From an optimization exercise on the open Yosys and OpenROAD flow, aimed at small area and a short achievable clock period; shortcuts taken in it are not production practice. The RTL was checked by simulation tests, not by an equivalence proof against the original design.

==> inputs of run a <==
## fp_recip
module fp_recip
(
  input  logic        clk,
  input  logic        reset,
  input  logic        in_valid,
  input  logic [31:0] in_word,
  output logic        out_valid,
  output logic [31:0] out_word
);
  logic [7:0] q_in;
  logic [6:0] s_in;    
  always_comb begin
    q_in = 8'd0;
    s_in = 7'd0;
    case (in_word[22:15])
      8'd0: begin q_in = 8'd255; s_in = 7'd0; end
      8'd1: begin q_in = 8'd254; s_in = 7'd1; end
      8'd2: begin q_in = 8'd252; s_in = 7'd4; end
      8'd3: begin q_in = 8'd250; s_in = 7'd9; end
      8'd4: begin q_in = 8'd248; s_in = 7'd16; end
      8'd5: begin q_in = 8'd246; s_in = 7'd25; end
      8'd6: begin q_in = 8'd244; s_in = 7'd36; end
      8'd7: begin q_in = 8'd242; s_in = 7'd49; end
      8'd8: begin q_in = 8'd240; s_in = 7'd64; end
      8'd9: begin q_in = 8'd238; s_in = 7'd81; end
      8'd10: begin q_in = 8'd236; s_in = 7'd100; end
      8'd11: begin q_in = 8'd234; s_in = 7'd121; end
      8'd12: begin q_in = 8'd233; s_in = 7'd4; end
      8'd13: begin q_in = 8'd231; s_in = 7'd28; end
      8'd14: begin q_in = 8'd229; s_in = 7'd54; end
      8'd15: begin q_in = 8'd227; s_in = 7'd82; end
      8'd16: begin q_in = 8'd225; s_in = 7'd112; end
      8'd17: begin q_in = 8'd224; s_in = 7'd0; end
  ...
export LEC_CHECK = 0
export CAP_MARGIN = 20
export CORE_MARGIN = 2
export CORE_UTILIZATION = 60
export SLEW_MARGIN = 20
export SYNTH_HIERARCHICAL = 1
create_clock -name core_clock -period 12.0 [get_ports {clk}]
standard.sh (not shown) runs the stock make flow with config.mk's settings and CLKGATE_MAP_FILE= SYNTH_SCRIPT=/design/flow/synth_recipe.tcl, a recipe that flattens the netlist after the stock synthesis.
==> flow/flow/run.sh <==
#!/bin/bash
export SETUP_SLACK_MARGIN=6
bash standard.sh > standard.log 2>&1
status=$?
exit $status
==> run b (differences from run a) <==
--- a/flow/design.v
+++ b/flow/design.v
@@ -2473,45 +2473,47 @@
   wire ys325 = ~x13[29];
   wire yc325 = x13[29];
   wire ys326 = ~x13[30];
   wire yc326 = x13[30];
   wire [64:0] y_S = {1'b0, yc326, ys326, ys325, ys324, ys323, ys322, ys321, ys320, ys319, ys318, ys317, ys316, ys315, ys314, ys313, ys312, ys311, ys310, ys309, ys308, ys307, ys306, ys305, ys304, ys303, ys302, ys301, ys300, ys299, ys298, ys297, ys296, ys295, ys294, ys293, ys292, ys291, ys290, ys289, ys288, ys287, ys286, ys285, ys284, ys283, ys282, ys281, ys280, ys279, ys278, ys277, ys276, ys275, ys274, ys273, ys272, ys271, ys270, ys269, ys268, ys267, ys266, ys265, ys264};
   wire [64:0] y_C = {1'b0, 1'b0, yc325, yc324, yc323, yc322, yc321, yc320, yc319, yc318, yc317, yc316, yc315, yc314, yc313, yc312, yc311, yc310, yc309, yc308, yc307, yc306, yc305, yc304, yc303, yc302, yc301, yc300, yc299, yc298, yc297, yc296, yc295, yc294, yc293, yc292, yc291, yc290, yc289, yc288, yc287, yc286, yc285, yc284, yc283, yc282, yc281, yc280, yc279, yc278, yc277, yc276, yc275, yc274, yc273, yc272, yc271, yc270, yc269, yc268, yc267, yc266, yc265, yc264, (((yo3[0] & x13[0])) ^ yn3[0])};
-  logic [53:0] ylo;
-  logic [20:0] yl;
-  assign ylo = {1'b0, y_S[52:0]} + {1'b0, y_C[52:0]};
-  assign yl  = ylo[52:32];
+  logic [42:0] ylo;
+  logic [9:0]  yl;
+  assign ylo = {1'b0, y_S[41:0]} + {1'b0, y_C[41:0]};
+  assign yl  = ylo[41:32];
   logic        s4;
   logic [7:0]  eo4;
   logic        sub2_4;
   logic        sub3_4;
-  logic [11:0] yS4;
-  logic [11:0] yC4;
+  logic [22:0] yS4;
+  logic [22:0] yC4;
   logic        ycy4;
-  logic [20:0] yl4;
+  logic [9:0]  yl4;
   always_ff @(posedge clk) begin
     if (reset) out_valid <= 1'b0;
     else       out_valid <= v3;
     s4     <= s3;
     eo4    <= eo3;
     sub2_4 <= sub2_3;
     sub3_4 <= sub3_3;
-    yS4    <= y_S[64:53];
-    yC4    <= y_C[64:53];
-    ycy4   <= ylo[53];
+    yS4    <= y_S[64:42];
+    yC4    <= y_C[64:42];
+    ycy4   <= ylo[42];
     yl4    <= yl;
   end
-  logic [11:0] yh;     
-  logic [32:0] y;
+  logic [22:0] yh;     
   logic [22:0] mo;
-  assign yh = yS4 + yC4 + {11'd0, ycy4};
-  assign y  = {yh, yl4};
+  logic        y9_4;
+  logic        ylsb4;
+  assign y9_4  = yl4[9];
+  assign ylsb4 = yl4[8] & (yl4[7:0] != 8'd0);
+  assign yh = yS4 + yC4 + {22'd0, ycy4};
   always_comb begin
-    if (sub3_4)      mo = y[32:10];
-    else if (sub2_4) mo = y[31:9];
-    else             mo = {y[30:9], y[8] & (y[7:0] != 8'd0)};
+    if (sub3_4)      mo = yh;
+    else if (sub2_4) mo = {yh[21:0], y9_4};
+    else             mo = {yh[20:0], y9_4, ylsb4};
   end
   assign out_word = {s4, eo4, mo};
 endmodule
 module fp_recip_fa
 (
   input  logic a,
==> notes.md <==
Result of the run: run a timing/DRC/antenna clean; run b timing/DRC/antenna clean
Total of flip-flops plus latches after synthesis: run a 313; run b 324
Post CTS Setup Buffer Count: run a 4; run b 12
Worst flop-to-flop path startpoint: run a yo3[3]; run b n02[5]
FFs & Latches: run a 313; run b 324
Wire length on met3: run a 16.8 mm; run b 13.6 mm
Final routed wire length divided by cell count: run a 25.2 microns; run b 24.5 microns
Area of combinational cells with multiple inputs: run a 0.0407 sq mm; run b 0.0405 sq mm
Buffers and inverters on the worst path: run a 0; run b 4
Adder-cell area share of the yosys netlist: run a 42.0%; run b 42.0%
First-pass GRT wire length: run a 243 mm; run b 236 mm
Crit path kind: run a reg -> reg; run b reg -> out
CTS sink cnt: run a 313; run b 324
Crit-path most repeated cell: run a sky130_fd_sc_hd__fa_1; run b sky130_fd_sc_hd__buf_4
Critical Path AT: run a 6.35 ns; run b 3.52 ns
Post-Layout Cell Count: run a 6,200; run b 6,169
Met1 layer usage reported by global route: run a 52.7%; run b 48.9%
End point of the worst hold path: run a eo4[1]; run b eo3[7]
Clock tree buffer count of the final layout: run a 49; run b 54
Fraction of standard cell area in multi-input logic: run a 76.8%; run b 76.6%
Final worst clock skew: run a 0.0195 ns; run b 0.0441 ns
Buffer share of cell area: run a 3.56%; run b 3.53%

==> re-timing with driven ports <==
In the flow no input, the clock included, has a driving cell. The finished layouts below were timed again as built, in two steps.
Step 1 (the two cells are an assumption about what drives the block):
set clk [get_ports {clk}]
set_driving_cell -lib_cell sky130_fd_sc_hd__clkbuf_16 $clk
set_driving_cell -lib_cell sky130_fd_sc_hd__buf_2 [delete_from_list [all_inputs] $clk]
Step 2, shift: input delay + t, output delay - t, t = (earliest + latest rising clock arrival at the registers) / 2. This alone moves slack from input paths to output paths.
a / b / c = ideal ports / drivers / drivers and shift; a / b = the first two.
run	t, ns	setup WS [ns]	worst hold slack (ns)	pins driven straight from the clock port
run a	0.638	6.141 / 6.136 / 5.784	0.325 / 0.325 / 0.325	1
run b	0.658	6.079 / 6.008 / 6.015	0.324 / 0.324 / 0.324	1
After both steps setup and hold are still met in every run listed. The setup slack of run a, which loses most, moves by -0.005 ns with the drivers and by -0.357 ns with both steps.
